Context: an optimization exercise on an open-source flow, tuned for small area. The choices shown serve that exercise and are no tape-out recipe. Function was checked by simulation only, so behaviour that the tests miss may differ from the original. Power figures rest on the tool's default switching activity, not on a simulated workload. No driver is modelled on the clock port, so clocking that relies on it looks cheaper here than on a real chip.

### design/flow/config.mk
export PLATFORM = sky130hd
export DESIGN_NAME = mem_block
export DESIGN_NICKNAME = mem_block
export VERILOG_FILES = /design/flow/design.v
export SDC_FILE = /design/flow/constraint.sdc
export NUM_CORES = 4
export LEC_CHECK = 0
export CAP_MARGIN = 20
export CORE_MARGIN = 2
export CORE_UTILIZATION = 40
export SLEW_MARGIN = 20
### design/flow/constraint.sdc
create_clock -name core_clock -period 8.0 [get_ports {clk}]
set_input_delay 1.6000 -clock core_clock [delete_from_list [all_inputs] [get_ports {clk}]]
set_output_delay 1.6000 -clock core_clock [all_outputs]
set_load 0.01 [all_outputs]
### design/flow/design.v
package mem_pkg;
  localparam int OP_W   = 1;
  localparam int ID_W   = 4;
  localparam int ADDR_W = 8;
  localparam int DATA_W = 16;
  localparam int PKT_W  = OP_W + 2 * ID_W + ADDR_W + DATA_W;
  localparam logic OP_WRITE = 1'b1;
  localparam logic OP_READ  = 1'b0;
  typedef struct packed {
    logic              op;
    logic [ID_W-1:0]   src;
    logic [ID_W-1:0]   dest;
    logic [ADDR_W-1:0] addr;
    logic [DATA_W-1:0] data;
  } pkt_t;
  function automatic pkt_t make_resp(input logic [ID_W-1:0]   node,
                                     input logic [ID_W-1:0]   req_src,
                                     input logic [ADDR_W-1:0] addr,
                                     input logic [DATA_W-1:0] data);
    pkt_t p;
    p.op   = OP_READ;
    p.src  = node;
    p.dest = req_src;
    p.addr = addr;
    p.data = data;
    make_resp = p;
  endfunction
endpackage
import mem_pkg::*;
module mem_array #(
  parameter int DEPTH = 256
) (
  input  logic              clk,
  input  logic              rst_n,
  input  logic              we,
  input  logic [ADDR_W-1:0] waddr,
  input  logic [DATA_W-1:0] wdata,
  input  logic [ADDR_W-1:0] raddr,
  output logic [DATA_W-1:0] rdata
);
  logic [DATA_W-1:0] words [DEPTH];
  for (genvar g = 0; g < DEPTH; g++) begin : g_word
    always_ff @(posedge clk or negedge rst_n) begin
      if (!rst_n) begin
        words[g] <= '0;
      end else if (we && (waddr == ADDR_W'(g))) begin
        words[g] <= wdata;
      end
    end
  end
  always_comb begin
    rdata = '0;
    for (int i = 0; i < DEPTH; i++) begin
      if (raddr == ADDR_W'(i)) rdata = words[i];
    end
    if (we && (waddr == raddr)) rdata = wdata;
  end
endmodule
import mem_pkg::*;
module mem_block #(
  parameter logic [ID_W-1:0] NODE_ID = 4'd0,
  parameter int              DEPTH   = 256,
  parameter int              PKT_W   = 33
) (
  input  logic             clk,
  input  logic             rst_n,
  input  logic             in_valid,
  output logic             in_ready,
  input  logic [PKT_W-1:0] in_pkt,
  output logic             out_valid,
  input  logic             out_ready,
  output logic [PKT_W-1:0] out_pkt,
  output logic             bad_dest
);
  mem_pkg::pkt_t              req_p0;
  logic              accept_p0;
  logic              hit_p0;
  logic              wr_p0;
  logic              rd_p0;
  logic [DATA_W-1:0] rdata_p0;
  mem_pkg::pkt_t              resp_p0;
  mem_pkg::pkt_t              resp_p1;
  logic              vld_p1;
  logic              bad_q;
  assign req_p0    = in_pkt;
  assign in_ready  = !vld_p1 || out_ready;
  assign accept_p0 = in_valid && in_ready;
  assign hit_p0    = (req_p0.dest == NODE_ID);
  assign wr_p0     = accept_p0 && hit_p0 && (req_p0.op == OP_WRITE);
  assign rd_p0     = accept_p0 && hit_p0 && (req_p0.op == OP_READ);
  mem_array #(
    .DEPTH (DEPTH)
  ) u_array (
    .clk   (clk),
    .rst_n (rst_n),
    .we    (wr_p0),
    .waddr (req_p0.addr),
    .wdata (req_p0.data),
    .raddr (req_p0.addr),
    .rdata (rdata_p0)
  );
  assign resp_p0 = {OP_READ, NODE_ID, req_p0.src, req_p0.addr, rdata_p0};
  always_ff @(posedge clk or negedge rst_n) begin
    if (!rst_n) begin
      vld_p1  <= 1'b0;
      resp_p1 <= '0;
    end else if (rd_p0) begin
      vld_p1  <= 1'b1;
      resp_p1 <= resp_p0;
    end else if (vld_p1 && out_ready) begin
      vld_p1  <= 1'b0;
    end
  end
  always_ff @(posedge clk or negedge rst_n) begin
    if (!rst_n) begin
      bad_q <= 1'b0;
    end else if (accept_p0 && !hit_p0) begin
      bad_q <= 1'b1;
    end
  end
  assign out_valid = vld_p1;
  assign out_pkt   = resp_p1;
  assign bad_dest  = bad_q;
endmodule
### design/flow/run.sh
#!/bin/bash
# synth_recipe.tcl (not shown) runs the flow's synth.tcl, then flattens the netlist and writes it again
# the make line also repeats each setting of config.mk as NAME=value (left out here)
make -C /OpenROAD-flow-scripts/flow DESIGN_CONFIG=/design/flow/config.mk WORK_HOME=/design/flow/orfs CLKGATE_MAP_FILE= SYNTH_SCRIPT=/design/flow/synth_recipe.tcl finish
==> results.toml, run 1 <==
[status]
status = "complete, no violations"

[synthesis]
synth-seq-cells = 4126
synth_ff_type = "dfrtp_1"
synth_seq_area_share_pct = 54.7
post-synth-top-count-cell = "mux2_2"
async_flop_share_pct = 100
synth_area_sq_um = 189000
synth_common_cells = "mux2_2 (4,152), dfrtp_1 (4,126), clkbuf_1 (762)"
synth.area.top_cells = "dfrtp_1 (55%), mux2_2 (25%), o22ai_1 (2.1%)"
synth_top_area_share_pct = 54.7
ys_warn_count = 3
synth_edf_count = 0
syn-instance-count = 15011
synth.distinct_cells = 102
syn_area_per_cell_sq_um = 12.6
yosysTopAreaCell = "dfrtp_1"

[clocking]
cts_buffer_depth = 4
ctsHoldBuffers = 0
cts_setup_buffers = 0
numCtsBuffers = 436
cts.sinks = 4126
htreeDepth = 5
postCtsResizedCells = 0
cts_tree = "done"
cts-root-buf = "clkbuf_16"
insertion_delay_ns = 1.08
clk_pin_slew_ns = 0.06

[worst_setup_path]
reg2reg_to = "resp_p1[4]"
r2r_start = "u_array.words[1][4]"
critPathBufInv = 3
crit_arrival_ns = 7.80
worst-r2r-setup-slack_ns = 3.26
cp-end-kind = "flop"
path_delay_family = "simple AND/OR/NAND/NOR gates"
crit_slowest_cell = "nor3_1"
critical_path_class = "in -> reg"
crit_required_ns = 8.96
path_max_fanout = 73
crit_chain = "buf_8, buf_4, nor2b_4, buf_4, nand2_1, o21ai_0, o21ai_0, o31ai_1, a21oi_1, nor3_1, nand3_1, a211o_1, a31oi_1"
cpPeakStageDelay_ns = 0.88
reg2reg_depth = 11
startpoint_type = "input pin"

[timing]
worstMarginPinSlew_ns = 1.40
holdWs_ns = 0.455
fmax_mhz = 146
hold_viol_final = 0
rsz0062_at_grt = "no"
slew_headroom_pct = 5.95
drv_slew = 0
timing.final.crit_share_pct = 85.5
setup-tns-final_ns = 0
skew_ns = 0.107
min_period_ns = 6.84
finalSetupViolCount = 0

[placed_design]
dp_hpwl_microns = 546000
gp_congestion = 1.02
io_buffer_count = 67

[run]
drv_cap = 0

[floorplan]
die_h_microns = 691
io-pin-count = 73
start_util_pct = 40.1
placeableCoreArea_sq_um = 470000
num_rows = 252
fp.dieW_microns = 691
die_area_sq_um = 477000

[route]
first_iter_violations = 22546
detail-route-antenna-nets = 0
firstDrtPassIters = 19
vias = 146130
via_per_inst = 6.79
drt_wl_total_microns = 833000
wl_per_cell_microns = 38.7
drcViolationCount = 0

[pwr]
power.density_nw_per_um2 = 211
p_leak_nw = 102
peakVddDrop_uv = 192

[global_routing]
use_met3_pct = 12.8
grt_max_degree = 177
grt_usage_pct = 33.8
grt_pass1_wl_microns = 1150000
busiest_layer = "met2"
grt_pass1_vias = 138854
met1_usage_pct = 43.9
globalRouteOverflowTotal = 0
antenna_found_initial = 92
grtUsageMet2_pct = 47.1

[layout]
syn2layout_area_growth_pct = 13.3
layout.nets = 14906
fin_util_pct = 45.5
fill_cells = 42788
drive_gt1_share_pct = 38.7

[worst_hold_path]
hold_class = "in -> async"
[registers in the layout (all words and copies together) (netlist names)]
| name | count |
|---|---|
| u_array.words | 4096 |
| resp_p1 | 28 |
| bad_q | 1 |
| vld_p1 | 1 |
[routing by layer]
layer | part of all wire, % | up-vias | wire length [microns]
met2 | 41 | 10738 | 341000
met4 | 7.6 | 44 | 63100
li1 | - | 55791 | -
met5 | 0.041 | - | 338
met1 | 38 | 76896 | 317000
met3 | 13 | 2661 | 111000
[metrics by stage]
step / power, mW / setup WS [ns] / std cells / cell area, sq um
2_1_floorplan: 22.4 / 3.61 / 15015 / 189000
6_report: 45.2 / 1.16 / 21522 / 214000
3_3_place_gp: 24.4 / 0.182 / 20644 / 199000
5_1_grt: 46.1 / 1.52 / 21458 / 214000
3_5_place_dp: 24.4 / 0.622 / 20650 / 199000
4_1_cts: 45.1 / 1.75 / 21435 / 214000
[final cells by class]
| type | instances | area [sq um] | area share [%] |
|---|---|---|---|
| Sequential cell | 4126 | 103000 | 48.3 |
| Tap cell | 6223 | 7790 | 3.64 |
| Timing Repair Buffer | 845 | 7770 | 3.63 |
| Multi-Input combinational cell | 9455 | 80200 | 37.5 |
| Antenna cell | 83 | 208 | 0.0971 |
| Inverter | 5 | 21.3 | 0.00995 |
| Clock buffer | 669 | 13000 | 6.10 |
| Clock inverter | 116 | 1600 | 0.747 |
[cell families after synthesis]
kind of cell	after synthesis	synth area share (%)
and+or+nand+nor	1897	4.77
AOI/OAI and AO/OA	3310	11.9
DFF	4126	54.7
muxes	4243	25.3
buffers and inverters	1434	3.34
other	1	0.00199
[worst max-delay path by stage]
stage | from | to | slack (ns) | depth (start not counted)
after global routing | in_pkt[17] | resp_p1[14] | 1.52 | 13
after CTS | in_pkt[17] | resp_p1[4] | 1.75 | 13
after floorplan | in_pkt[19] | u_array.words[196][10] | 3.61 | 12
after detailed placement | in_pkt[17] | resp_p1[4] | 0.62 | 13
after global placement | in_pkt[19] | resp_p1[14] | 0.18 | 12
final | in_pkt[18] | resp_p1[0] | 1.16 | 13
[power breakdown]
group | internal [mW] | switching, mW
clock network | 11.9 | 9.07
logic | 0.588 | 2.58
registers | 20.9 | 0.0586
total | 33.5 | 11.7
[placed cells by master, fill, tap and decap left out, types with 26 or more instances in the layout]
master           netlist  routed
a2111oi_0             36      31
a211oi_1              93      87
a21o_1                29      29
a21oi_1              584     584
a221o_1               30      30
a221oi_1             123     122
a222oi_1              77      77
a22o_1                73      73
a22oi_1              463     463
a31oi_1              144     143
and3_1                27      26
buf_12                 0      91
buf_4                 63     682
clkbuf_1             762     110
clkbuf_16              0     438
clkbuf_8               0     122
clkdlybuf4s50_1        0      42
clkinv_2               0      61
dfrtp_1             4126    4126
diode_2                0      83
mux2_2              4152    4152
mux2i_1               85      85
nand2_1              507     501
nand3_1              125     124
nand4_1               33      33
nor2_1               716     662
nor2_2                 6      44
nor2b_1               46      39
nor3_1               168     148
nor3_2                18      32
nor4_1                46      43
o2111ai_1             42      42
o211ai_1              66      66
o21ai_0              448     444
o221ai_1              92      92
o22a_1                34      34
o22ai_1              636     635
o31ai_1               52      52
o41ai_1               54      51
or3_1                 32      32
==> run 2, diff against run 1 <==
--- a/design/flow/design.v
+++ b/design/flow/design.v
@@ -34,17 +34,36 @@
   input  logic              rst_n,
   input  logic              we,
-  input  logic [ADDR_W-1:0] waddr,
+  input  logic [ADDR_W-1:0] addr,
   input  logic [DATA_W-1:0] wdata,
-  input  logic [ADDR_W-1:0] raddr,
   output logic [DATA_W-1:0] rdata
 );
-  logic [DATA_W-1:0] words [DEPTH];
+  localparam int LO_W = ADDR_W / 2;
+  localparam int HI_W = ADDR_W - LO_W;
+  logic [DATA_W-1:0]       words [DEPTH];
+  logic [DEPTH-1:0]        valid;
+  logic [DEPTH-1:0]        sel;
+  logic [(1<<HI_W)-1:0]    hi;
+  logic [(1<<HI_W)-1:0]    hi_we;
+  logic [(1<<LO_W)-1:0]    lo;
+  always_comb begin
+    for (int j = 0; j < (1 << HI_W); j++) begin
+      hi[j]    = (addr[ADDR_W-1:LO_W] == HI_W'(j));
+      hi_we[j] = hi[j] && we;
+    end
+    for (int j = 0; j < (1 << LO_W); j++) lo[j] = (addr[LO_W-1:0] == LO_W'(j));
+  end
   for (genvar g = 0; g < DEPTH; g++) begin : g_word
+    logic wen;
+    assign wen    = hi_we[g >> LO_W] && lo[g % (1 << LO_W)];
+    assign sel[g] = hi[g >> LO_W] && lo[g % (1 << LO_W)] && valid[g];
     always_ff @(posedge clk or negedge rst_n) begin
       if (!rst_n) begin
-        words[g] <= '0;
-      end else if (we && (waddr == ADDR_W'(g))) begin
-        words[g] <= wdata;
+        valid[g] <= 1'b0;
+      end else if (wen) begin
+        valid[g] <= 1'b1;
       end
+    end
+    always_ff @(posedge clk) begin
+      if (wen) words[g] <= wdata;
     end
   end
@@ -52,7 +71,6 @@
     rdata = '0;
     for (int i = 0; i < DEPTH; i++) begin
-      if (raddr == ADDR_W'(i)) rdata = words[i];
+      rdata = rdata | (words[i] & {DATA_W{sel[i]}});
     end
-    if (we && (waddr == raddr)) rdata = wdata;
   end
 endmodule
@@ -73,5 +91,5 @@
   output logic             bad_dest
 );
-  mem_pkg::pkt_t              req_p0;
+  mem_pkg::pkt_t     req_p0;
   logic              accept_p0;
   logic              hit_p0;
@@ -79,8 +97,9 @@
   logic              rd_p0;
   logic [DATA_W-1:0] rdata_p0;
-  mem_pkg::pkt_t              resp_p0;
-  mem_pkg::pkt_t              resp_p1;
   logic              vld_p1;
   logic              bad_q;
+  logic [ID_W-1:0]   src_p1;
+  logic [ADDR_W-1:0] addr_p1;
+  logic [DATA_W-1:0] data_p1;
   assign req_p0    = in_pkt;
   assign in_ready  = !vld_p1 || out_ready;
@@ -95,19 +114,20 @@
     .rst_n (rst_n),
     .we    (wr_p0),
-    .waddr (req_p0.addr),
+    .addr  (req_p0.addr),
     .wdata (req_p0.data),
-    .raddr (req_p0.addr),
     .rdata (rdata_p0)
   );
-  assign resp_p0 = {OP_READ, NODE_ID, req_p0.src, req_p0.addr, rdata_p0};
   always_ff @(posedge clk or negedge rst_n) begin
     if (!rst_n) begin
-      vld_p1  <= 1'b0;
-      resp_p1 <= '0;
-    end else if (rd_p0) begin
-      vld_p1  <= 1'b1;
-      resp_p1 <= resp_p0;
-    end else if (vld_p1 && out_ready) begin
-      vld_p1  <= 1'b0;
+      vld_p1 <= 1'b0;
+    end else begin
+      vld_p1 <= rd_p0 || (vld_p1 && !out_ready);
+    end
+  end
+  always_ff @(posedge clk) begin
+    if (in_ready) begin
+      src_p1  <= req_p0.src;
+      addr_p1 <= req_p0.addr;
+      data_p1 <= rdata_p0;
     end
   end
@@ -120,5 +140,5 @@
   end
   assign out_valid = vld_p1;
-  assign out_pkt   = resp_p1;
+  assign out_pkt   = {OP_READ, NODE_ID, src_p1, addr_p1, data_p1};
   assign bad_dest  = bad_q;
 endmodule
--- a/design/flow/config.mk
+++ b/design/flow/config.mk
@@ -6,6 +6,6 @@
 export NUM_CORES = 4
 export LEC_CHECK = 0
-export CAP_MARGIN = 20
+export CAP_MARGIN = 30
 export CORE_MARGIN = 2
 export CORE_UTILIZATION = 40
-export SLEW_MARGIN = 20
+export SLEW_MARGIN = 30
==> results.toml, run 2 <==
[timing]
hold_viol_final = 0
finalSetupViolCount = 0
min_period_ns = 6.47
skew_ns = 0.123
rsz0062_at_grt = "no"
worstMarginPinSlew_ns = 1.25
setup_ws_ns = 1.53
timing.final.crit_share_pct = 80.9
fmax_mhz = 155
drv_slew = 0
slew_headroom_pct = 15.9

[layout]
post-route-cell-area_sq_um = 186000
syn2layout_area_growth_pct = 15.9
fill_cells = 33464
largest_register = "u_array.words"
largest_reg_flops = 4096
final_cell_mix = "edfxtp_1 (4,124), a22oi_1 (904), buf_4 (627), nand4_1 (579), a22o_1 (484)"
top_regs = "u_array.words x4096, u_array.valid x256, data_p1 x16"
mostFrequentLayoutCell = "edfxtp_1"
drive_gt1_share_pct = 19.7
final_cell_count_no_fill = 15321
layout.nets = 9674

[worst_setup_path]
crit_top_cell = "buf_4"
cpPeakStageDelay_ns = 1.16
crit_slowest_cell = "nor4_2"
critPathBufInv = 4
critical_path_class = "in -> reg"
path_max_fanout = 16
crit_chain = "clkdlybuf4s50_1, buf_4, or4bb_2, buf_4, a21oi_1, nor4_1, nand4_1, nor4_2, buf_4, nand4_1"
path_delay_family = "simple AND/OR/NAND/NOR gates"
crit_arrival_ns = 7.25
crit_required_ns = 8.78
startpoint_type = "input pin"
cp-end-kind = "flop"

[route]
detail-route-antenna-nets = 0
drt_wl_total_microns = 757000
first_iter_violations = 27123
firstDrtPassIters = 9
via_per_inst = 7.22
wl_per_cell_microns = 49.4
drcViolationCount = 0
vias = 110691

[pwr]
peakVddDrop_uv = 198
power.density_nw_per_um2 = 247
clockPowerShare_pct = 43.9
comb_power_share_pct = 1.6
seqPwrFrac_pct = 54.5
p_total_mw = 46.1
p_leak_nw = 62.3
switching_share_pct = 21.2
intPower_mw = 36.3
p_switching_mw = 9.77

[synthesis]
syn_area_per_cell_sq_um = 17.6
muxShareOfSynthArea_pct = 0
synth.area.top_cells = "edfxtp_1 (77%), a22oi_1 (4.2%), dfrtp_1 (4.0%)"
synth-simple-area-share_pct = 7.81
synth_common_cells = "edfxtp_1 (4,124), a22oi_1 (904), nand4_1 (579)"
async_flop_share_pct = 5.89
synth_top_family_by_area = "compound AO/OA/AOI/OAI gates"
yosys.area_share.adder_pct = 0
synth_xor_area_share_pct = 0
post-synth-top-count-cell = "edfxtp_1"
synth_edf_count = 4124
yosysTopAreaCell = "edfxtp_1"
synth_area_sq_um = 161000
synth.distinct_cells = 51
ys_warn_count = 3
synth_seq_area_share_pct = 81.1
syn-instance-count = 9125
synth-seq-cells = 4382
synth-compound-area-share_pct = 9.45
synth_ff_type = "edfxtp_1"
synth_top_area_share_pct = 77.1

[floorplan]
placeableCoreArea_sq_um = 400000
fp.dieW_microns = 638
io-pin-count = 73
start_util_pct = 40.2
num_rows = 232
die_area_sq_um = 407000
die_h_microns = 638

[clocking]
numCtsBuffers = 429
cts_buffer_depth = 4
cts.sinks = 4382
cts_setup_buffers = 0
cts_tree = "done"
ctsHoldBuffers = 0
htreeDepth = 5
cts-root-buf = "clkbuf_16"
postCtsResizedCells = 0
clk_pin_slew_ns = 0.07
insertion_delay_ns = 1.06

[global_routing]
grt_usage_pct = 36.1
globalRouteOverflowTotal = 0
grtUsageMet2_pct = 50.1
busiest_layer = "met2"
use_met3_pct = 15.5
grt_pass1_wl_microns = 971000
met1_usage_pct = 45.1
antenna_found_initial = 69
grt_max_degree = 187
grt_pass1_vias = 100188

[placed_design]
place_ws_ns = 0.899
io_buffer_count = 67
dp_hpwl_microns = 457000
dp.cells = 14458
post_dp_cell_area_sq_um = 172000
gp_congestion = 1.01

[run]
drv_cap = 0

[worst_hold_path]
hold_class = "reg -> reg"

[status]
status = "complete, no violations"
==> run 2: changes by cell type in the layout (fill, tap and decap cells not counted), moves of 563 or more <==
cell / delta
a21oi_1: -563
nor2_1: -640
dfrtp_1: -3868
mux2_2: -4152
edfxtp_1: +4124
o22ai_1: -617
==> run 2: routing by layer <==
layer / share of wire [%] / vias up
met5: 0.031 / -
met4: 8.6 / 34
met3: 18 / 2803
met2: 41 / 12769
met1: 33 / 56175
li1: - / 38910
==> run 2: cells by family (layout without fill, tap and decap cells) <==
logic type | after synthesis | count (layout)
buffers and inverters | 658 | 1534
other | 1 | 56
DFF | 4382 | 4382
and+or+nand+nor | 2204 | 2204
AOI/OAI and AO/OA | 1880 | 1880
==> run 2: area by class of cell <==
| class | count | area (sq um) | share of cell area [%] |
|---|---|---|---|
| Sequential cell | 4382 | 130000 | 70.0 |
| Multi-Input combinational cell | 4089 | 29200 | 15.7 |
| Clock buffer | 565 | 11500 | 6.18 |
| Tap cell | 5265 | 6590 | 3.54 |
| Timing Repair Buffer | 735 | 6240 | 3.35 |
| Clock inverter | 234 | 2270 | 1.22 |
| Antenna cell | 51 | 128 | 0.0685 |
==> run 2: per-stage QoR <==
stage,TNS [ns],hold slack (ns),util (%)
final,0,0.459,46.6
after global placement,-0.184,0.441,42.9
after floorplan,0,0.430,-
after global routing,0,0.467,46.6
after CTS,0,0.459,46.5
after detailed placement,0,0.443,43.0
==> run 2: final timing paths <==
path | from | to | slack (ns) | cells past startpoint
worst max-delay path | in_pkt[22] | data_p1[3] | 1.53 | 10
min in group asynchronous | rst_n | u_array.valid[131] | 0.48 | 1
worst min-delay path | u_array.valid[150] | u_array.valid[150] | 0.46 | 1
worst max register to register | u_array.valid[89] | data_p1[3] | 3.71 | 7
max in group asynchronous | rst_n | u_array.valid[157] | 6.16 | 3
worst min register to register | u_array.valid[150] | u_array.valid[150] | 0.46 | 1
==> run 2: power groups by stage <==
| stage | Clock [mW] | Combinational [mW] | Sequential [mW] |
|---|---|---|---|
| floorplan | 0 | 0.0890 | 25.6 |
| finish | 20.2 | 0.744 | 25.1 |
| CTS | 20.1 | 0.695 | 25.1 |
| global route | 20.9 | 0.735 | 25.1 |
| global placement | 0 | 0.674 | 25.6 |
| detailed placement | 0 | 0.696 | 25.6 |
==> run 3, diff against run 2 <==
--- a/design/flow/config.mk
+++ b/design/flow/config.mk
@@ -8,4 +8,7 @@
 export CAP_MARGIN = 30
 export CORE_MARGIN = 2
-export CORE_UTILIZATION = 40
+export CORE_UTILIZATION = 55
+export CTS_BUF_LIST = sky130_fd_sc_hd__clkbuf_4 sky130_fd_sc_hd__clkbuf_8
+export CTS_CLUSTER_SIZE = 25
+export PLACE_DENSITY = 0.65
 export SLEW_MARGIN = 30
==> results.toml, run 3 <==
[route]
detail-route-antenna-nets = 0
drt_wl_total_microns = 725000
first_iter_violations = 28081
drcViolationCount = 0
vias = 113169
firstDrtPassIters = 13
wl_per_cell_microns = 50.3
via_per_inst = 7.85

[worst_setup_path]
crit_arrival_ns = 7.41
startpoint_type = "input pin"
critical_path_class = "in -> reg"
path_max_fanout = 25
worst-r2r-setup-slack_ns = 3.37
cp-end-kind = "flop"
crit_required_ns = 8.91

[pwr]
p_switching_mw = 9.69
seqPwrFrac_pct = 56.2
power.density_nw_per_um2 = 242
switching_share_pct = 21.7
clockPowerShare_pct = 42.1
p_leak_nw = 62.8
intPower_mw = 35.0
peakVddDrop_uv = 203
comb_power_share_pct = 1.6
p_total_mw = 44.7

[clocking]
htreeDepth = 6
numCtsBuffers = 677
cts.sinks = 4382
cts_tree = "done"
cts_setup_buffers = 0
postCtsResizedCells = 0
cts-root-buf = "clkbuf_8"
cts_buffer_depth = 4
ctsHoldBuffers = 0
clk_pin_slew_ns = 0.06
insertion_delay_ns = 1.30

[global_routing]
globalRouteOverflowTotal = 0
grt_max_degree = 191
met1_usage_pct = 58.9
busiest_layer = "met2"
grt_usage_pct = 48.2
grt_pass1_vias = 102114
grtUsageMet2_pct = 64.0
use_met3_pct = 25.9
antenna_found_initial = 69
grt_pass1_wl_microns = 934000

[synthesis]
synth-seq-cells = 4382
synth_edf_count = 4124
async_flop_share_pct = 5.89
synth_ff_type = "edfxtp_1"
synth_seq_area_share_pct = 81.1
post-synth-top-count-cell = "edfxtp_1"
synth_top_area_share_pct = 77.1
synth.distinct_cells = 51
syn_area_per_cell_sq_um = 17.6
synth_common_cells = "edfxtp_1 (4,124), a22oi_1 (904), nand4_1 (579)"
synth.area.top_cells = "edfxtp_1 (77%), a22oi_1 (4.2%), dfrtp_1 (4.0%)"
syn-instance-count = 9125
synth_area_sq_um = 161000
yosysTopAreaCell = "edfxtp_1"
ys_warn_count = 3

[layout]
largest_register = "u_array.words"
mostFrequentLayoutCell = "edfxtp_1"
drive_gt1_share_pct = 23.6
fin_util_pct = 63.4
post-route-cell-area_sq_um = 184000
largest_reg_flops = 4096
final_cell_mix = "edfxtp_1 (4,124), a22oi_1 (904), clkbuf_8 (710), buf_4 (635), nand4_1 (579)"
final_cell_count_no_fill = 14409
layout.nets = 9942
top_regs = "u_array.words x4096, u_array.valid x256, data_p1 x16"
syn2layout_area_growth_pct = 14.6

[placed_design]
dp_hpwl_microns = 432000
io_buffer_count = 67
gp_congestion = 1.00
place_ws_ns = 0.668
post_dp_cell_area_sq_um = 170000
dp.cells = 13115

[timing]
drv_slew = 0
min_period_ns = 6.51
setup-tns-final_ns = 0
setup_ws_ns = 1.49
timing.final.crit_share_pct = 81.3
finalSetupViolCount = 0
skew_ns = 0.0495
holdWs_ns = 0.195
slew_headroom_pct = 17.3
hold_viol_final = 0
rsz0062_at_grt = "no"
fmax_mhz = 154
worstMarginPinSlew_ns = 1.24

[run]
drv_cap = 0

[floorplan]
placeableCoreArea_sq_um = 291000
io-pin-count = 73
fp.dieW_microns = 545
start_util_pct = 55.3
die_h_microns = 545
num_rows = 198
die_area_sq_um = 297000

[worst_hold_path]
hold_class = "in -> async"

[status]
status = "complete, no violations"
run 3: cell counts after synthesis:
No cell type changed its count.
run 3: layer usage:
metal | vias to the layer above | share of wire [%]
met2 | 14773 | 39
met4 | 60 | 9.9
met1 | 55101 | 30
met3 | 3680 | 21
met5 | - | 0.076
li1 | 39555 | -
run 3: worst paths after layout:
path | startpoint | to | depth (start not counted)
max in group asynchronous | rst_n | u_array.valid[76] | 3
hold / removal | rst_n | u_array.valid[56] | 1
hold reg to reg | u_array.valid[252] | u_array.valid[252] | 1
min in group core_clock | u_array.valid[252] | u_array.valid[252] | 1
setup reg to reg | u_array.valid[233] | data_p1[11] | 8
setup / recovery | in_pkt[20] | data_p1[11] | 10
run 3: cell type report:
type / instances / area (sq um)
sequential: 4382 / 130000
fill: 20423 / 107000
multi-input combinational: 4089 / 29100
clock buffer: 979 / 11800
timing repair buffer: 755 / 6550
tap: 3900 / 4880
clock inverter: 237 / 1520
antenna: 67 / 168
run 3: power by group through the flow:
stage / sequential, mW / combinational (mW) / clock, mW
2_1_floorplan: 25.6 / 0.0890 / 0
3_3_place_gp: 25.6 / 0.647 / 0
3_5_place_dp: 25.6 / 0.670 / 0
4_1_cts: 25.1 / 0.671 / 18.6
5_1_grt: 25.1 / 0.719 / 19.6
6_report: 25.1 / 0.732 / 18.8
run 3: cell families (layout without fill, tap and decap cells):
group	after synthesis	in the layout	synth area share, %
DFF	4382	4382	81.1
and+or+nand+nor	2204	2204	7.81
AOI/OAI and AO/OA	1880	1880	9.45
other	1	72	0.00233
buffers and inverters	658	1971	1.67
run 3: critical path, stage by stage:
cell             delay, ns
clkdlybuf4s50_1       1.10
and4b_2               0.63
and3_1                0.31
buf_4                 0.32
a2111oi_2             0.95
nand3_1               0.14
or4_1                 0.72
nor4_2                0.85
buf_4                 0.39
nand4_1               0.33
==> run 4, diff against run 3 <==
--- a/design/flow/design.v
+++ b/design/flow/design.v
@@ -68,10 +68,29 @@
     end
   end
+  localparam int NG = (DEPTH + 2) / 3;
+  logic [DATA_W-1:0] grp_n [NG];
+  for (genvar k = 0; k < NG; k++) begin : g_rd
+    for (genvar b = 0; b < DATA_W; b++) begin : g_bit
+      mem_aoi222 u_aoi (
+        .a0 (sel[3*k]),
+        .b0 (words[3*k][b]),
+        .a1 ((3*k+1 < DEPTH) ? sel[3*k+1] : 1'b0),
+        .b1 ((3*k+1 < DEPTH) ? words[3*k+1][b] : 1'b0),
+        .a2 ((3*k+2 < DEPTH) ? sel[3*k+2] : 1'b0),
+        .b2 ((3*k+2 < DEPTH) ? words[3*k+2][b] : 1'b0),
+        .y  (grp_n[k][b])
+      );
+    end
+  end
   always_comb begin
     rdata = '0;
-    for (int i = 0; i < DEPTH; i++) begin
-      rdata = rdata | (words[i] & {DATA_W{sel[i]}});
-    end
+    for (int k = 0; k < NG; k++) rdata = rdata | ~grp_n[k];
   end
+endmodule
+module mem_aoi222 (
+  input  logic a0, b0, a1, b1, a2, b2,
+  output logic y
+);
+  assign y = !((a0 && b0) || (a1 && b1) || (a2 && b2));
 endmodule
 import mem_pkg::*;
--- a/design/flow/config.mk
+++ b/design/flow/config.mk
@@ -8,7 +8,10 @@
 export CAP_MARGIN = 30
 export CORE_MARGIN = 2
-export CORE_UTILIZATION = 55
-export CTS_BUF_LIST = sky130_fd_sc_hd__clkbuf_4 sky130_fd_sc_hd__clkbuf_8
+export CORE_UTILIZATION = 60
+export CTS_BUF_LIST = sky130_fd_sc_hd__clkbuf_16
+export CTS_CLUSTER_DIAMETER = 80
 export CTS_CLUSTER_SIZE = 25
-export PLACE_DENSITY = 0.65
+export PLACE_DENSITY = 0.68
 export SLEW_MARGIN = 30
+export SYNTH_HIERARCHICAL = 1
+export SYNTH_MINIMUM_KEEP_SIZE = 0
==> results.toml, run 4 <==
[timing]
slew_headroom_pct = 24.2
worstMarginPinSlew_ns = 1.14
hold_viol_final = 0
skew_ns = 0.0507
min_period_ns = 6.33
rsz0062_at_grt = "no"
drv_slew = 0
finalSetupViolCount = 0
fmax_mhz = 158
timing.final.crit_share_pct = 79.1
setup-tns-final_ns = 0

[worst_setup_path]
crit_arrival_ns = 6.99
path_max_fanout = 16
startpoint_type = "input pin"
cp-end-kind = "flop"
crit_required_ns = 8.66
critical_path_class = "in -> reg"

[clocking]
htreeDepth = 4
cts-root-buf = "clkbuf_16"
cts_setup_buffers = 0
insertion_delay_ns = 0.94
clk_pin_slew_ns = 0.10
cts.sinks = 4382
numCtsBuffers = 196
ctsHoldBuffers = 0
cts_tree = "done"
postCtsResizedCells = 0
cts_buffer_depth = 3

[global_routing]
grt_max_degree = 195
antenna_found_initial = 37
globalRouteOverflowTotal = 0
grt_pass1_wl_microns = 599000
grt_usage_pct = 32.8
grt_pass1_vias = 79101

[synthesis]
yosysTopAreaCell = "edfxtp_1"
synth.distinct_cells = 35
synth_seq_area_share_pct = 85.3
syn-instance-count = 7218
synth_top_area_share_pct = 81.1
ys_warn_count = 11
synth-seq-cells = 4382
synth_common_cells = "edfxtp_1 (4,124), a222oi_1 (1,376), nand4_1 (353)"
async_flop_share_pct = 5.89
post-synth-top-count-cell = "edfxtp_1"
synth.area.top_cells = "edfxtp_1 (81%), a222oi_1 (9.0%), dfrtp_1 (4.2%)"
synth_ff_type = "edfxtp_1"
syn_area_per_cell_sq_um = 21.2
synth_area_sq_um = 153000
synth_edf_count = 4124

[floorplan]
placeableCoreArea_sq_um = 254000
start_util_pct = 60.2
die_area_sq_um = 259000
die_h_microns = 509
io-pin-count = 73
fp.dieW_microns = 509
num_rows = 185

[placed_design]
gp_congestion = 0.903
io_buffer_count = 67
dp_hpwl_microns = 264000

[route]
detail-route-antenna-nets = 0
top_layer_used = "met5"
firstDrtPassIters = 13
dr_wl_met2_microns = 193000
wirelength_met1_microns = 156000
first_iter_violations = 21840
wl_met3_microns = 61300
drcViolationCount = 0
drt_wl_total_microns = 430000
wl_per_cell_microns = 37.8
via_per_inst = 7.52
vias = 85609

[layout]
top_regs = "u_array.words x4096, u_array.valid x256, data_p1 x16"
largest_register = "u_array.words"
layout.nets = 7866
mostFrequentLayoutCell = "edfxtp_1"
final_cell_mix = "edfxtp_1 (4,124), a222oi_1 (1,376), buf_4 (389), nand4_1 (353), dfrtp_1 (258)"
largest_reg_flops = 4096
syn2layout_area_growth_pct = 9.21
drive_gt1_share_pct = 9.36
fin_util_pct = 65.8

[run]
drv_cap = 0

[worst_hold_path]
hold_class = "reg -> reg"

[pwr]
power.density_nw_per_um2 = 223
p_leak_nw = 53.4
peakVddDrop_uv = 226

[status]
status = "complete, no violations"
-- run 4: changes by cell type after synthesis, moves of 31 or more --
cell | previous run | this run
a221oi_1 | 356 | 0
a222oi_1 | 7 | 1376
a22o_1 | 484 | 0
a22oi_1 | 904 | 0
and4_1 | 78 | 1
buf_2 | 102 | 38
clkbuf_1 | 510 | 76
nand2_1 | 343 | 36
nand3_1 | 109 | 6
nand4_1 | 579 | 353
nor3_1 | 76 | 6
o21bai_1 | 1 | 238
or2_2 | 256 | 13
or4_1 | 63 | 32
-- run 4: layer usage --
layer | up-vias | GRT usage, %
met4 | 16 | 13.1
met5 | - | 0
li1 | 34114 | -
met2 | 6913 | 48.2
met1 | 43838 | 48.2
met3 | 728 | 7.85
-- run 4: worst max-delay path: stages --
cell and delay (ns):
clkdlybuf4s50_1 0.67, nand2_1 0.40, nor2_2 0.27, buf_4 0.32, and3_1 0.45, a222oi_1 0.98
nand4_1 0.54, nor4_1 0.66, buf_4 0.27, nand4_1 0.22, or4_1 0.59
-- run 4: stage by stage --
stage | hold slack, ns | cell area [sq um] | power (mW) | setup slack, ns | cells
2_1_floorplan | 0.424 | 153000 | 25.7 | 3.37 | 7285
3_3_place_gp | 0.438 | 161000 | 26.3 | 0.608 | 10985
3_5_place_dp | 0.446 | 161000 | 26.3 | 0.891 | 10990
4_1_cts | 0.470 | 167000 | 37.3 | 1.81 | 11357
5_1_grt | 0.487 | 167000 | 38.0 | 1.82 | 11371
6_report | 0.472 | 167000 | 37.2 | 1.67 | 11391
-- run 4: power by group --
| group | switching [mW] | internal (mW) | leakage, nW |
|---|---|---|---|
| Clock | 6.80 | 4.60 | 3.36 |
| Sequential | 0.0330 | 25.1 | 40.7 |
| Combinational | 0.622 | 0.101 | 9.38 |
| Total | 7.45 | 29.8 | 53.4 |
-- run 4: cell type report --
type | instances | area [sq um]
clock inverter | 169 | 886
timing repair buffer | 483 | 4100
tap | 3366 | 4210
fill | 16606 | 86900
antenna | 27 | 67.6
multi-input combinational | 2766 | 22300
sequential | 4382 | 130000
clock buffer | 198 | 4950
-- run 4: path summary, 6_finish.rpt --
kind                                   start               endpoint  slack, ns  cells past startpoint
max                               in_pkt[18]            data_p1[14]       1.67                     11
max reg2reg                           vld_p1  u_array.words[226][9]       3.55                      6
min reg2reg                u_array.valid[10]      u_array.valid[10]       0.47                      1
min in group asynchronous              rst_n       u_array.valid[1]       0.58                      1
max in group asynchronous              rst_n     u_array.valid[208]       5.52                      3
min                        u_array.valid[10]      u_array.valid[10]       0.47                      1
-- run 4: kinds of logic (layout without fill, tap and decap cells) --
logic type | after synthesis | count (layout) | share of synthesized area (%)
AND/OR/NAND/NOR | 1079 | 1079 | 4.05
other | 2 | 96 | 0.00492
buffers and inverters | 137 | 850 | 0.430
flip-flops | 4382 | 4382 | 85.3
AO/OA/AOI/OAI | 1618 | 1618 | 10.2
-- run 4: Yosys stat by module, one instance, submodules excluded, a selection --
module | flops+latches | cells inside | times used
mem_aoi222 | 0 | 1 | 1376
mem_block | 30 | 43 | 1
==> run 5, diff against run 4 <==
--- a/design/flow/config.mk
+++ b/design/flow/config.mk
@@ -8,9 +8,9 @@
 export CAP_MARGIN = 30
 export CORE_MARGIN = 2
-export CORE_UTILIZATION = 60
+export CORE_UTILIZATION = 70
 export CTS_BUF_LIST = sky130_fd_sc_hd__clkbuf_16
 export CTS_CLUSTER_DIAMETER = 80
-export CTS_CLUSTER_SIZE = 25
-export PLACE_DENSITY = 0.68
+export CTS_CLUSTER_SIZE = 20
+export PLACE_DENSITY = 0.76
 export SLEW_MARGIN = 30
 export SYNTH_HIERARCHICAL = 1
==> results.toml, run 5 <==
[pwr]
p_leak_nw = 54.1
power.density_nw_per_um2 = 229
peakVddDrop_uv = 270

[synthesis]
synth-seq-cells = 4382
synth_top_area_share_pct = 81.1
post-synth-top-count-cell = "edfxtp_1"
yosysTopAreaCell = "edfxtp_1"
synth.area.top_cells = "edfxtp_1 (81%), a222oi_1 (9.0%), dfrtp_1 (4.2%)"
synth_edf_count = 4124
synth_area_sq_um = 153000
yosys.area_share.adder_pct = 0
syn-instance-count = 7218
synth_xor_area_share_pct = 0
syn_area_per_cell_sq_um = 21.2
ys_warn_count = 11
synth_common_cells = "edfxtp_1 (4,124), a222oi_1 (1,376), nand4_1 (353)"
async_flop_share_pct = 5.89
muxShareOfSynthArea_pct = 0
synth-compound-area-share_pct = 10.2
synth_seq_area_share_pct = 85.3
synth.distinct_cells = 35
synth_ff_type = "edfxtp_1"
synth-simple-area-share_pct = 4.05
synth_top_family_by_area = "compound AO/OA/AOI/OAI gates"

[route]
drcViolationCount = 0
via_per_inst = 8.05
top_layer_used = "met5"
wirelength_met1_microns = 144000
drt_wl_total_microns = 432000
vias = 88415
dr_wl_met2_microns = 194000
detail-route-antenna-nets = 1
first_iter_violations = 23648
wl_met3_microns = 67200
wl_per_cell_microns = 39.3
firstDrtPassIters = 13

[worst_setup_path]
crit_required_ns = 8.67
cp-endpoint = "data_p1[14]"
crit_arrival_ns = 7.34
startpoint = "in_pkt[19]"
critical_path_class = "in -> reg"
cp-end-kind = "flop"
reg2reg_depth = 6
path_max_fanout = 16
startpoint_type = "input pin"
reg2reg_to = "data_p1[14]"
worst-r2r-setup-slack_ns = 3.51
r2r_start = "u_array.valid[132]"

[layout]
fin_util_pct = 77.1
drive_gt1_share_pct = 9.54
top_regs = "u_array.words x4096, u_array.valid x256, data_p1 x16"
layout.nets = 7891
largest_reg_flops = 4096
syn2layout_area_growth_pct = 9.57
final_cell_mix = "edfxtp_1 (4,124), a222oi_1 (1,376), buf_4 (371), nand4_1 (353), dfrtp_1 (258)"
mostFrequentLayoutCell = "edfxtp_1"
largest_register = "u_array.words"

[placed_design]
place_ws_ns = 0.802
dp_hpwl_microns = 260000
io_buffer_count = 67
gp_congestion = 0.951

[timing]
setup-tns-final_ns = 0
drv_slew = 0
min_period_ns = 6.67
holdWs_ns = 0.469
skew_ns = 0.0330
finalSetupViolCount = 0
worstMarginPinSlew_ns = 1.21
setup_ws_ns = 1.33
fmax_mhz = 150
timing.final.crit_share_pct = 83.4
hold_viol_final = 0
slew_headroom_pct = 19.5
rsz0062_at_grt = "no"

[floorplan]
placeableCoreArea_sq_um = 217000
fp.dieW_microns = 471
die_h_microns = 471
start_util_pct = 70.4
num_rows = 171
io-pin-count = 73
die_area_sq_um = 222000

[status]
checkFailReasons = "antenna rules"
status = "complete, but fails checks"

[worst_hold_path]
hold_class = "reg -> reg"

[clocking]
htreeDepth = 4
cts_buffer_depth = 3
numCtsBuffers = 238
cts_setup_buffers = 0
insertion_delay_ns = 0.94
cts-root-buf = "clkbuf_16"
cts.sinks = 4382
postCtsResizedCells = 0
clk_pin_slew_ns = 0.09
ctsHoldBuffers = 0
cts_tree = "done"

[global_routing]
globalRouteOverflowTotal = 0
antenna_found_initial = 46
grt_max_degree = 170
grt_usage_pct = 38.5
grt_pass1_vias = 81080
grt_pass1_wl_microns = 601000

[run]
drv_cap = 0
==> run 5: cell counts after synthesis <==
No cell type changed its count.
==> run 5: where the power goes <==
group | internal [mW] | switching (mW) | total, mW | leakage, nW
logic | 0.104 | 0.650 | 0.754 | 9.29
registers | 25.1 | 0.0296 | 25.1 | 40.7
clock network | 5.49 | 6.94 | 12.4 | 4.12
total | 30.6 | 7.62 | 38.3 | 54.1
==> run 5: worst min path at each step <==
stage	start	end	slack [ns]	cells past startpoint
after floorplan	u_array.valid[2]	u_array.valid[2]	0.42	1
after global placement	u_array.valid[3]	u_array.valid[3]	0.44	1
after detailed placement	u_array.valid[2]	u_array.valid[2]	0.44	1
after CTS	u_array.valid[14]	u_array.valid[14]	0.47	1
after global routing	u_array.valid[14]	u_array.valid[14]	0.48	1
final	u_array.valid[14]	u_array.valid[14]	0.47	1
==> run 5: metal layers <==
layer / up-vias / GRT usage (%)
met2: 8584 / 56.0
met3: 1152 / 10.1
met4: 32 / 20.9
li1: 34265 / -
met5: - / 0
met1: 44382 / 54.4
==> run 5: Yosys stat by module, one instance, submodules excluded, a selection <==
| module | flip-flops and latches | times used | area [sq um] | cells |
|---|---|---|---|---|
| mem_aoi222 | 0 | 1376 | 10.0 | 1 |
| mem_block | 30 | 1 | 985 | 43 |
==> run 5: metrics by stage <==
stage          total power, mW  instances  cell area [sq um]
2_1_floorplan             25.7       7285             153000
6_report                  38.3      10990             167000
4_1_cts                   38.2      10917             167000
5_1_grt                   39.0      10940             167000
3_3_place_gp              26.3      10453             160000
3_5_place_dp              26.3      10462             160000
==> run 5: area by class of cell <==
cell class	count	area [sq um]
Multi-Input combinational cell	2766	22300
Clock inverter	214	947
Tap cell	2854	3570
Clock buffer	241	6030
Fill cell	11184	49600
Timing Repair Buffer	466	4030
Antenna cell	67	168
Sequential cell	4382	130000
==> run 5: kinds of logic (layout without fill, tap and decap cells) <==
family / after synthesis / count (layout)
flops: 4382 / 4382
compound gates: 1618 / 1618
simple gates: 1079 / 1079
buf+inv: 137 / 921
other cells: 2 / 136
==> run 5: critical path: stages <==
cell             delay, ns
clkdlybuf4s50_1       0.61
buf_4                 0.28
nand2b_1              0.33
nor2_2                0.24
buf_4                 0.34
and3_1                0.49
a222oi_1              1.01
nand4_1               0.59
nor4_1                1.05
nand4_1               0.20
or4_1                 0.59
==> run 6, diff against run 5 <==
--- a/design/flow/design.v
+++ b/design/flow/design.v
@@ -44,26 +44,32 @@
   logic [DEPTH-1:0]        sel;
   logic [(1<<HI_W)-1:0]    hi;
-  logic [(1<<HI_W)-1:0]    hi_we;
+  logic [(1<<HI_W)-1:0]    hi_we_n;
   logic [(1<<LO_W)-1:0]    lo;
+  logic [(1<<LO_W)-1:0]    lo_n;
   always_comb begin
     for (int j = 0; j < (1 << HI_W); j++) begin
-      hi[j]    = (addr[ADDR_W-1:LO_W] == HI_W'(j));
-      hi_we[j] = hi[j] && we;
+      hi[j]      = (addr[ADDR_W-1:LO_W] == HI_W'(j));
+      hi_we_n[j] = !(hi[j] && we);
     end
-    for (int j = 0; j < (1 << LO_W); j++) lo[j] = (addr[LO_W-1:0] == LO_W'(j));
+    for (int j = 0; j < (1 << LO_W); j++) begin
+      lo[j]   = (addr[LO_W-1:0] == LO_W'(j));
+      lo_n[j] = !lo[j];
+    end
   end
   for (genvar g = 0; g < DEPTH; g++) begin : g_word
-    logic wen;
-    assign wen    = hi_we[g >> LO_W] && lo[g % (1 << LO_W)];
+    logic wen_lo, wen_hi;
+    mem_nor2 u_wen_lo (.a (hi_we_n[g >> LO_W]), .b (lo_n[g % (1 << LO_W)]), .y (wen_lo));
+    mem_nor2 u_wen_hi (.a (hi_we_n[g >> LO_W]), .b (lo_n[g % (1 << LO_W)]), .y (wen_hi));
     assign sel[g] = hi[g >> LO_W] && lo[g % (1 << LO_W)] && valid[g];
     always_ff @(posedge clk or negedge rst_n) begin
       if (!rst_n) begin
         valid[g] <= 1'b0;
-      end else if (wen) begin
+      end else if (wen_lo) begin
         valid[g] <= 1'b1;
       end
     end
     always_ff @(posedge clk) begin
-      if (wen) words[g] <= wdata;
+      if (wen_lo) words[g][DATA_W/2-1:0]      <= wdata[DATA_W/2-1:0];
+      if (wen_hi) words[g][DATA_W-1:DATA_W/2] <= wdata[DATA_W-1:DATA_W/2];
     end
   end
@@ -72,13 +78,23 @@
   for (genvar k = 0; k < NG; k++) begin : g_rd
     for (genvar b = 0; b < DATA_W; b++) begin : g_bit
-      mem_aoi222 u_aoi (
-        .a0 (sel[3*k]),
-        .b0 (words[3*k][b]),
-        .a1 ((3*k+1 < DEPTH) ? sel[3*k+1] : 1'b0),
-        .b1 ((3*k+1 < DEPTH) ? words[3*k+1][b] : 1'b0),
-        .a2 ((3*k+2 < DEPTH) ? sel[3*k+2] : 1'b0),
-        .b2 ((3*k+2 < DEPTH) ? words[3*k+2][b] : 1'b0),
-        .y  (grp_n[k][b])
-      );
+      if (3*k+2 < DEPTH) begin : g_3
+        mem_aoi222 u_aoi (
+          .a0 (sel[3*k]),   .b0 (words[3*k][b]),
+          .a1 (sel[3*k+1]), .b1 (words[3*k+1][b]),
+          .a2 (sel[3*k+2]), .b2 (words[3*k+2][b]),
+          .y  (grp_n[k][b])
+        );
+      end else if (3*k+1 < DEPTH) begin : g_2
+        mem_aoi22 u_aoi (
+          .a0 (sel[3*k]),   .b0 (words[3*k][b]),
+          .a1 (sel[3*k+1]), .b1 (words[3*k+1][b]),
+          .y  (grp_n[k][b])
+        );
+      end else begin : g_1
+        mem_nand2 u_nand (
+          .a0 (sel[3*k]), .b0 (words[3*k][b]),
+          .y  (grp_n[k][b])
+        );
+      end
     end
   end
@@ -93,4 +109,22 @@
 );
   assign y = !((a0 && b0) || (a1 && b1) || (a2 && b2));
+endmodule
+module mem_aoi22 (
+  input  logic a0, b0, a1, b1,
+  output logic y
+);
+  assign y = !((a0 && b0) || (a1 && b1));
+endmodule
+module mem_nand2 (
+  input  logic a0, b0,
+  output logic y
+);
+  assign y = !(a0 && b0);
+endmodule
+module mem_nor2 (
+  input  logic a, b,
+  output logic y
+);
+  assign y = !(a || b);
 endmodule
 import mem_pkg::*;
--- a/design/flow/config.mk
+++ b/design/flow/config.mk
@@ -8,9 +8,9 @@
 export CAP_MARGIN = 30
 export CORE_MARGIN = 2
-export CORE_UTILIZATION = 70
+export CORE_UTILIZATION = 60
 export CTS_BUF_LIST = sky130_fd_sc_hd__clkbuf_16
 export CTS_CLUSTER_DIAMETER = 80
-export CTS_CLUSTER_SIZE = 20
-export PLACE_DENSITY = 0.76
+export CTS_CLUSTER_SIZE = 25
+export PLACE_DENSITY = 0.68
 export SLEW_MARGIN = 30
 export SYNTH_HIERARCHICAL = 1
==> results.toml, run 6 <==
[clocking]
postCtsResizedCells = 0
cts.sinks = 4382
ctsHoldBuffers = 0
cts-root-buf = "clkbuf_16"
cts_tree = "done"
numCtsBuffers = 197
clk_pin_slew_ns = 0.09
insertion_delay_ns = 0.91
cts_buffer_depth = 3
cts_setup_buffers = 0
htreeDepth = 4

[global_routing]
grt_pass1_wl_microns = 600000
grt_pass1_vias = 80312
globalRouteOverflowTotal = 0
grt_max_degree = 166
antenna_found_initial = 55
grt_usage_pct = 33.0

[timing]
setup-tns-final_ns = 0
min_period_ns = 6.61
setup_ws_ns = 1.39
hold_viol_final = 0
rsz0062_at_grt = "no"
drv_slew = 0
fmax_mhz = 151
worstMarginPinSlew_ns = 1.11
timing.final.crit_share_pct = 82.6
finalSetupViolCount = 0
slew_headroom_pct = 25.7
skew_ns = 0.0500

[worst_setup_path]
critical_path_class = "in -> reg"
crit_chain = "clkdlybuf4s50_1, nand2_1, nor2_4, buf_4, and3_1, a222oi_1, nand4_1, nor4_1, buf_4, nand4_1, or4_1"
crit_arrival_ns = 7.24
cp-end-kind = "flop"
cpPeakStageDelay_ns = 0.91
r2r_start = "u_array.valid[15]"
crit_required_ns = 8.64
crit_slowest_cell = "nor4_1"
startpoint = "in_pkt[18]"
startpoint_type = "input pin"
path_max_fanout = 16

[floorplan]
die_area_sq_um = 258000
io-pin-count = 73
start_util_pct = 60.2
die_h_microns = 508
placeableCoreArea_sq_um = 253000
num_rows = 185
fp.dieW_microns = 508

[synthesis]
synth_common_cells = "edfxtp_1 (4,124), a222oi_1 (1,360), nor2_1 (530)"
syn_area_per_cell_sq_um = 20.7
synth_top_area_share_pct = 81.1
synth_seq_area_share_pct = 85.4
yosysTopAreaCell = "edfxtp_1"
synth_ff_type = "edfxtp_1"
ys_warn_count = 11
syn-instance-count = 7369
synth_area_sq_um = 153000
synth.distinct_cells = 22
async_flop_share_pct = 5.89
synth_edf_count = 4124
synth.area.top_cells = "edfxtp_1 (81%), a222oi_1 (8.9%), dfrtp_1 (4.2%)"
post-synth-top-count-cell = "edfxtp_1"
synth-seq-cells = 4382

[placed_design]
post_dp_cell_area_sq_um = 159000
gp_congestion = 0.931
io_buffer_count = 67
place_ws_ns = 0.568
dp_hpwl_microns = 270000

[run]
drv_cap = 0

[route]
drt_wl_total_microns = 432000
firstDrtPassIters = 13
via_per_inst = 7.53
vias = 85282
wl_per_cell_microns = 38.2
drcViolationCount = 0
first_iter_violations = 20712
detail-route-antenna-nets = 0

[worst_hold_path]
hold_class = "reg -> reg"
worstHoldStart = "u_array.valid[21]"

[layout]
layout.nets = 7795
fill_cells = 16646
drive_gt1_share_pct = 9.20
seq_area_sq_um = 130000
syn2layout_area_growth_pct = 8.36
post-route-cell-area_sq_um = 165000
multi_input_area_sq_um = 22400
mostFrequentLayoutCell = "edfxtp_1"
largest_reg_flops = 4096
top_regs = "u_array.words x4096, u_array.valid x256, data_p1 x16"
fin_util_pct = 65.2
largest_register = "u_array.words"
final_cell_mix = "edfxtp_1 (4,124), a222oi_1 (1,360), nor2_1 (512), nand4_1 (352), dfrtp_1 (258)"

[pwr]
peakVddDrop_uv = 247
seqPwrFrac_pct = 67.2
p_total_mw = 37.3
p_leak_nw = 53.2
power.density_nw_per_um2 = 225
p_switching_mw = 7.35
switching_share_pct = 19.7
comb_power_share_pct = 1.8
intPower_mw = 29.9
clockPowerShare_pct = 31.0

[status]
status = "complete, no violations"
## run 6: worst paths after layout
| check | slack (ns) | cells past startpoint | endpoint |
|---|---|---|---|
| hold / removal | 0.46 | 1 | u_array.valid[21] |
| setup reg to reg | 3.63 | 7 | data_p1[15] |
| min in group asynchronous | 0.65 | 1 | u_array.valid[97] |
| setup / recovery | 1.39 | 11 | data_p1[15] |
| hold reg to reg | 0.46 | 1 | u_array.valid[21] |
| max in group asynchronous | 5.97 | 3 | u_array.valid[19] |
## run 6: critical path: cells and delay by family
| kind | cells | cell delay (ns) |
|---|---|---|
| buffers and inverters | 3 | 1.33 |
| and+or+nand+nor | 7 | 3.46 |
| AOI/OAI and AO/OA | 1 | 0.79 |
## run 6: area by class of cell
type                       count  share of cell area (%)
inverter                      16                  0.0439
multi-input combinational   2936                    13.6
clock inverter               166                   0.538
antenna                       31                  0.0469
sequential                  4382                    78.8
tap                         3366                    2.55
clock buffer                 203                    3.07
timing repair buffer         225                    1.40
## run 6: kinds of logic after synthesis
logic type / after synthesis / synth area share [%]
compound gates: 1362 / 8.93
buf+inv: 55 / 0.148
flops: 4382 / 85.4
other cells: 1 / 0.00246
simple gates: 1569 / 5.55
## run 6: routing by layer
| metal | global-route usage, % | up-vias | share of wire (%) |
|---|---|---|---|
| met1 | 46.1 | 43777 | 35 |
| met4 | 14.3 | 28 | 5.1 |
| met5 | 0 | - | 0.047 |
| met3 | 6.69 | 846 | 13 |
| li1 | - | 34027 | - |
| met2 | 51.2 | 6604 | 47 |
## run 6: modules after synthesis (local to each module, per instance), excerpt
module,copies in the design,cell area (sq um),cells,flip-flops and latches
mem_block,1,985,43,30
mem_nand2,16,3.75,1,0
mem_nor2,512,3.75,1,0
mem_aoi222,1360,10.0,1,0
## run 6: power by group through the flow
stage | Combinational, mW | Clock [mW] | Sequential, mW
after floorplan | 0.0418 | 0 | 25.6
after global placement | 0.634 | 0 | 25.6
after detailed placement | 0.666 | 0 | 25.6
after CTS | 0.663 | 11.6 | 25.1
after global routing | 0.698 | 12.4 | 25.1
final | 0.673 | 11.5 | 25.1
## run 6: through the flow
step	cells	hold WS [ns]
3_5_place_dp	10920	0.443
4_1_cts	11289	0.465
2_1_floorplan	7373	0.430
5_1_grt	11298	0.471
6_report	11325	0.464
3_3_place_gp	10915	0.440
==> run 7, diff against run 6 <==
==> design/flow/flow/run.sh (new file) <==
#!/bin/bash
# The standard layout, except that clock tree synthesis adds no dummy
# loads (the other clock tree settings repeat config.mk's). Each tool's full
# output stays in the ORFS log folder under orfs/logs; this run's own output
# goes to standard.log.
set -euo pipefail
export CTS_ARGS="-sink_clustering_enable -repair_clock_nets -dont_use_dummy_load -sink_clustering_size 25 -sink_clustering_max_diameter 80 -buf_list sky130_fd_sc_hd__clkbuf_16"
bash standard.sh > standard.log 2>&1
==> design/flow/standard.sh (new file) <==
#!/bin/bash
# synth_recipe.tcl (not shown) runs the flow's synth.tcl, then flattens the netlist and writes it again
# the make line also repeats each setting of config.mk as NAME=value (left out here)
make -C /OpenROAD-flow-scripts/flow DESIGN_CONFIG=/design/flow/config.mk WORK_HOME=/design/flow/orfs CLKGATE_MAP_FILE= SYNTH_SCRIPT=/design/flow/synth_recipe.tcl "${@:-finish}"
removed: design/flow/run.sh
==> results.toml, run 7 <==
[synthesis]
ys_warn_count = 11
synth.distinct_cells = 22
synth_ff_type = "edfxtp_1"
synth_edf_count = 4124
post-synth-top-count-cell = "edfxtp_1"
yosysTopAreaCell = "edfxtp_1"
synth_seq_area_share_pct = 85.4
syn_area_per_cell_sq_um = 20.7
syn-instance-count = 7369
synth.area.top_cells = "edfxtp_1 (81%), a222oi_1 (8.9%), dfrtp_1 (4.2%)"
synth_top_area_share_pct = 81.1
synth-seq-cells = 4382
synth_common_cells = "edfxtp_1 (4,124), a222oi_1 (1,360), nor2_1 (530)"
async_flop_share_pct = 5.89
synth_area_sq_um = 153000

[layout]
layout.nets = 7794
largest_reg_flops = 4096
largest_register = "u_array.words"
post-route-cell-area_sq_um = 164000
fill_cells = 16685
drive_gt1_share_pct = 9.03
final_cell_mix = "edfxtp_1 (4,124), a222oi_1 (1,360), nor2_1 (511), nand4_1 (352), dfrtp_1 (258)"
syn2layout_area_growth_pct = 7.66
mostFrequentLayoutCell = "edfxtp_1"
top_regs = "u_array.words x4096, u_array.valid x256, data_p1 x16"

[floorplan]
io-pin-count = 73
die_h_microns = 508
die_area_sq_um = 258000
start_util_pct = 60.2
num_rows = 185
fp.dieW_microns = 508
placeableCoreArea_sq_um = 253000

[global_routing]
met1_usage_pct = 45.9
grt_pass1_wl_microns = 599000
busiest_layer = "met2"
use_met3_pct = 6.87
globalRouteOverflowTotal = 0
grt_pass1_vias = 80327
antenna_found_initial = 50
grtUsageMet2_pct = 51.2
grt_usage_pct = 32.9
grt_max_degree = 166

[placed_design]
dp_hpwl_microns = 270000
io_buffer_count = 67
gp_congestion = 0.931
post_dp_cell_area_sq_um = 159000

[clocking]
cts-root-buf = "clkbuf_16"
htreeDepth = 4
ctsHoldBuffers = 0
postCtsResizedCells = 0
cts_setup_buffers = 0
cts_buffer_depth = 3
clk_pin_slew_ns = 0.10
numCtsBuffers = 197
insertion_delay_ns = 0.88
cts_tree = "done"
cts.sinks = 4382

[status]
status = "complete, no violations"

[timing]
finalSetupViolCount = 0
drv_slew = 0
skew_ns = 0.103
hold_viol_final = 0
rsz0062_at_grt = "no"
timing.final.crit_share_pct = 82.6
setup-tns-final_ns = 0
fmax_mhz = 151
min_period_ns = 6.61
worstMarginPinSlew_ns = 1.11
slew_headroom_pct = 26.1

[worst_setup_path]
path_max_fanout = 16
crit_arrival_ns = 7.21
crit_required_ns = 8.60
critical_path_class = "in -> reg"
r2r_start = "u_array.valid[234]"
startpoint = "in_pkt[18]"
startpoint_type = "input pin"
cp-end-kind = "flop"

[run]
drv_cap = 0

[route]
drt_wl_total_microns = 432000
drcViolationCount = 0
firstDrtPassIters = 13
via_per_inst = 7.64
detail-route-antenna-nets = 0
vias = 85159
wl_per_cell_microns = 38.7
first_iter_violations = 20994

[worst_hold_path]
hold_class = "reg -> reg"
worstHoldStart = "u_array.valid[194]"

[pwr]
power.density_nw_per_um2 = 222
p_leak_nw = 52.2
peakVddDrop_uv = 242
==> run 7: routing by layer <==
metal	share of wire [%]	routed length, microns
met1	35	151000
met2	47	204000
met3	13	54800
met4	5.1	21800
met5	0.032	138
==> run 7: power breakdown <==
| part | total (mW) | switching (mW) | internal, mW |
|---|---|---|---|
| clock network | 10.8 | 6.43 | 4.39 |
| registers | 25.1 | 0.00866 | 25.0 |
| logic | 0.672 | 0.596 | 0.0762 |
| total | 36.5 | 7.03 | 29.5 |
==> run 7: worst paths after layout <==
kind | end | cells after the start | slack (ns)
max | data_p1[15] | 11 | 1.39
min | u_array.valid[194] | 1 | 0.46
max reg2reg | data_p1[3] | 7 | 3.62
min reg2reg | u_array.valid[194] | 1 | 0.46
max in group asynchronous | u_array.valid[67] | 2 | 5.93
min in group asynchronous | u_array.valid[97] | 1 | 0.68
==> run 7: cell type report <==
| type | count | area (sq um) | share of cell area [%] |
|---|---|---|---|
| tap | 3366 | 4210 | 2.56 |
| clock buffer | 197 | 4930 | 3.00 |
| inverter | 16 | 72.6 | 0.0442 |
| multi-input combinational | 2936 | 22400 | 13.6 |
| sequential | 4382 | 130000 | 79.3 |
| timing repair buffer | 224 | 2290 | 1.40 |
| antenna | 31 | 77.6 | 0.0472 |
==> run 7: stage by stage <==
step                      instances  total power, mW  hold WS (ns)  setup WS (ns)  utilization (%)
after floorplan                7373             25.6         0.430           3.39                -
after global placement        10915             26.2         0.440          0.542             62.7
after detailed placement      10920             26.2         0.443          0.568             62.8
after CTS                     11117             36.6         0.463           1.46             64.7
after global routing          11129             37.3         0.471           1.44             64.8
final                         11152             36.5         0.463           1.39             64.8
==> run 7: Yosys stat by module, one instance, submodules excluded, a selection <==
module      copies in the design  area [sq um]  cells inside  flops+latches
mem_aoi222                  1360          10.0             1              0
mem_block                      1           985            43             30
mem_nor2                     512          3.75             1              0
mem_nand2                     16          3.75             1              0
==> run 7: kinds of logic after synthesis <==
group	after synthesis	synth area share, %
other	1	0.00246
flip-flops	4382	85.4
buffers and inverters	55	0.148
AND/OR/NAND/NOR	1569	5.55
AO/OA/AOI/OAI	1362	8.93
==> run 7: critical path, stage by stage <==
cell and delay (ns):
clkdlybuf4s50_1 0.76, nand2_1 0.50, nor2_4 0.23, buf_4 0.31, and3_1 0.45, a222oi_1 0.76, nand4_1 0.48, nor4_1 0.89
buf_4 0.26, nand4_1 0.30, or4_1 0.61
==> run 8, diff against run 7 <==
==> design/flow/flow/run.sh (replaced) <==
#!/bin/bash
# The standard layout, except that clock tree synthesis adds no dummy
# loads (the other clock tree settings repeat config.mk's). Each tool's full
# output stays in the ORFS log folder under orfs/logs; this run's own output
# goes to standard.log.
set -euo pipefail
export CTS_ARGS="-sink_clustering_enable -repair_clock_nets -dont_use_dummy_load -sink_clustering_size 30 -sink_clustering_max_diameter 80 -buf_list sky130_fd_sc_hd__clkbuf_16"
bash standard.sh > standard.log 2>&1
--- a/design/flow/config.mk
+++ b/design/flow/config.mk
@@ -11,6 +11,6 @@
 export CTS_BUF_LIST = sky130_fd_sc_hd__clkbuf_16
 export CTS_CLUSTER_DIAMETER = 80
-export CTS_CLUSTER_SIZE = 25
-export PLACE_DENSITY = 0.68
+export CTS_CLUSTER_SIZE = 30
+export PLACE_DENSITY = 0.8
 export SLEW_MARGIN = 30
 export SYNTH_HIERARCHICAL = 1
==> results.toml, run 8 <==
[timing]
hold_viol_final = 0
timing.final.crit_share_pct = 85.2
slew_headroom_pct = 19.5
drv_slew = 0
setup-tns-final_ns = 0
skew_ns = 0.109
holdWs_ns = 0.466
finalSetupViolCount = 0
fmax_mhz = 147

[synthesis]
post-synth-top-count-cell = "edfxtp_1"
async_flop_share_pct = 5.89
synth-seq-cells = 4382
yosysTopAreaCell = "edfxtp_1"
synth-simple-area-share_pct = 5.55
synth_top_family_by_area = "compound AO/OA/AOI/OAI gates"
ys_warn_count = 11
synth_edf_count = 4124
synth_common_cells = "edfxtp_1 (4,124), a222oi_1 (1,360), nor2_1 (530)"
synth_area_sq_um = 153000
synth.distinct_cells = 22
yosys.area_share.adder_pct = 0
synth-compound-area-share_pct = 8.93
syn_area_per_cell_sq_um = 20.7
synth_seq_area_share_pct = 85.4
synth_top_area_share_pct = 81.1

[clocking]
insertion_delay_ns = 0.89
cts_setup_buffers = 0
cts.sinks = 4382
numCtsBuffers = 169
ctsHoldBuffers = 0
cts-root-buf = "clkbuf_16"
cts_buffer_depth = 3
cts_tree = "done"
postCtsResizedCells = 0

[floorplan]
start_util_pct = 60.2
fp.dieW_microns = 508
die_area_sq_um = 258000
placeableCoreArea_sq_um = 253000
die_h_microns = 508
num_rows = 185

[layout]
fin_util_pct = 64.5
top_regs = "u_array.words x4096, u_array.valid x256, data_p1 x16"
final_cell_mix = "edfxtp_1 (4,124), a222oi_1 (1,360), nor2_1 (513), nand4_1 (352), dfrtp_1 (258)"
drive_gt1_share_pct = 8.49
fill_cells = 15973
layout.nets = 7754
syn2layout_area_growth_pct = 7.09

[worst_setup_path]
crit_arrival_ns = 7.43
critical_path_class = "in -> reg"
cpPeakStageDelay_ns = 0.86
cp-end-kind = "flop"
crit_required_ns = 8.61
crit_slowest_cell = "clkdlybuf4s50_1"
crit_chain = "clkdlybuf4s50_1, nand2b_1, nor3_4, buf_4, and3_1, a222oi_1, nand4_1, nor4_1, buf_4, nand4_1, or4_1"
critPathBufInv = 3
path_delay_family = "simple AND/OR/NAND/NOR gates"
path_max_fanout = 16

[pwr]
p_leak_nw = 51.8
p_total_mw = 35.8

[route]
via_per_inst = 7.82
firstDrtPassIters = 13
first_iter_violations = 23984
wl_per_cell_microns = 37.6
drt_wl_total_microns = 418000

[status]
status = "complete, no violations"

[worst_hold_path]
hold_class = "reg -> reg"

[global_routing]
grt_pass1_wl_microns = 583000
grt_pass1_vias = 80817
grt_max_degree = 173

[placed_design]
gp_congestion = 0.967
dp_hpwl_microns = 260000
run 8: cell counts after synthesis:
Identical to the previous run, type by type.
run 8: layout make-up:
class | count | area, sq um | share of cell area [%]
Sequential cell | 4382 | 130000 | 79.7
Multi-Input combinational cell | 2936 | 22400 | 13.7
Clock buffer | 169 | 4230 | 2.59
Tap cell | 3366 | 4210 | 2.58
Timing Repair Buffer | 212 | 2140 | 1.31
Antenna cell | 45 | 113 | 0.0689
Inverter | 16 | 60.1 | 0.0367
run 8: power breakdown:
group          total, mW  switching [mW]  leakage (nW)  internal (mW)
Clock               10.1            6.26          2.08           3.81
Sequential          25.1         0.00701          40.7           25.1
Combinational      0.653           0.581          8.96         0.0715
Total               35.8            6.85          51.8           28.9
run 8: metrics by stage:
stage | area (sq um) | cells | worst slack (ns)
final | 163000 | 11126 | 1.18
after global placement | 159000 | 10902 | 0.784
after floorplan | 153000 | 7373 | 3.39
after detailed placement | 159000 | 10907 | 0.585
after global routing | 163000 | 11092 | 1.40
after CTS | 163000 | 11076 | 1.52
run 8: cell families (layout without fill, tap and decap cells):
group	Yosys count	after routing
other	1	50
AO/OA/AOI/OAI	1362	1362
flip-flops	4382	4382
AND/OR/NAND/NOR	1569	1569
buffers and inverters	55	397
run 8: worst paths after layout:
kind                                    from                end  slack, ns  cells past startpoint
max reg2reg                 u_array.valid[8]        data_p1[14]       3.54                      7
min in group asynchronous              rst_n  u_array.valid[88]       0.61                      1
min                        u_array.valid[10]  u_array.valid[10]       0.47                      1
max in group asynchronous              rst_n  u_array.valid[16]       6.14                      2
min reg2reg                u_array.valid[10]  u_array.valid[10]       0.47                      1
max                               in_pkt[18]        data_p1[14]       1.18                     11
run 8: per-module statistics from Yosys, one instance, submodules excluded, a selection:
| module | cell area, sq um | times used | flops+latches |
|---|---|---|---|
| mem_block | 985 | 1 | 30 |
| mem_aoi222 | 10.0 | 1360 | 0 |
| mem_nand2 | 3.75 | 16 | 0 |
| mem_nor2 | 3.75 | 512 | 0 |
run 8: worst reg2reg max path, cell delays in order (launching register included):
cell and delay [ns]:
dfrtp_1 0.40, and3_1 0.43, a222oi_1 0.61, nand4_1 0.49
nor4_1 0.82, buf_4 0.26, nand4_1 0.44, or4_1 0.76
run 8: routing by layer:
layer | GRT usage, % | part of all wire [%] | vias to the layer above | routed length (microns)
li1 | - | - | 33724 | -
met1 | 43.9 | 33 | 43556 | 139000
met2 | 47.3 | 45 | 8577 | 189000
met3 | 8.40 | 16 | 1084 | 66000
met4 | 15.2 | 5.6 | 18 | 23600
met5 | 0.167 | 0.058 | - | 241

Re-timed with assumed drivers on the ports (clkbuf_16 on the clock, buf_2 on other inputs), run 8 has 1.246 ns of setup slack against 1.183 ns with ideal ports, and 0.302 ns once port delays also move by the mid clock arrival of 0.944 ns.
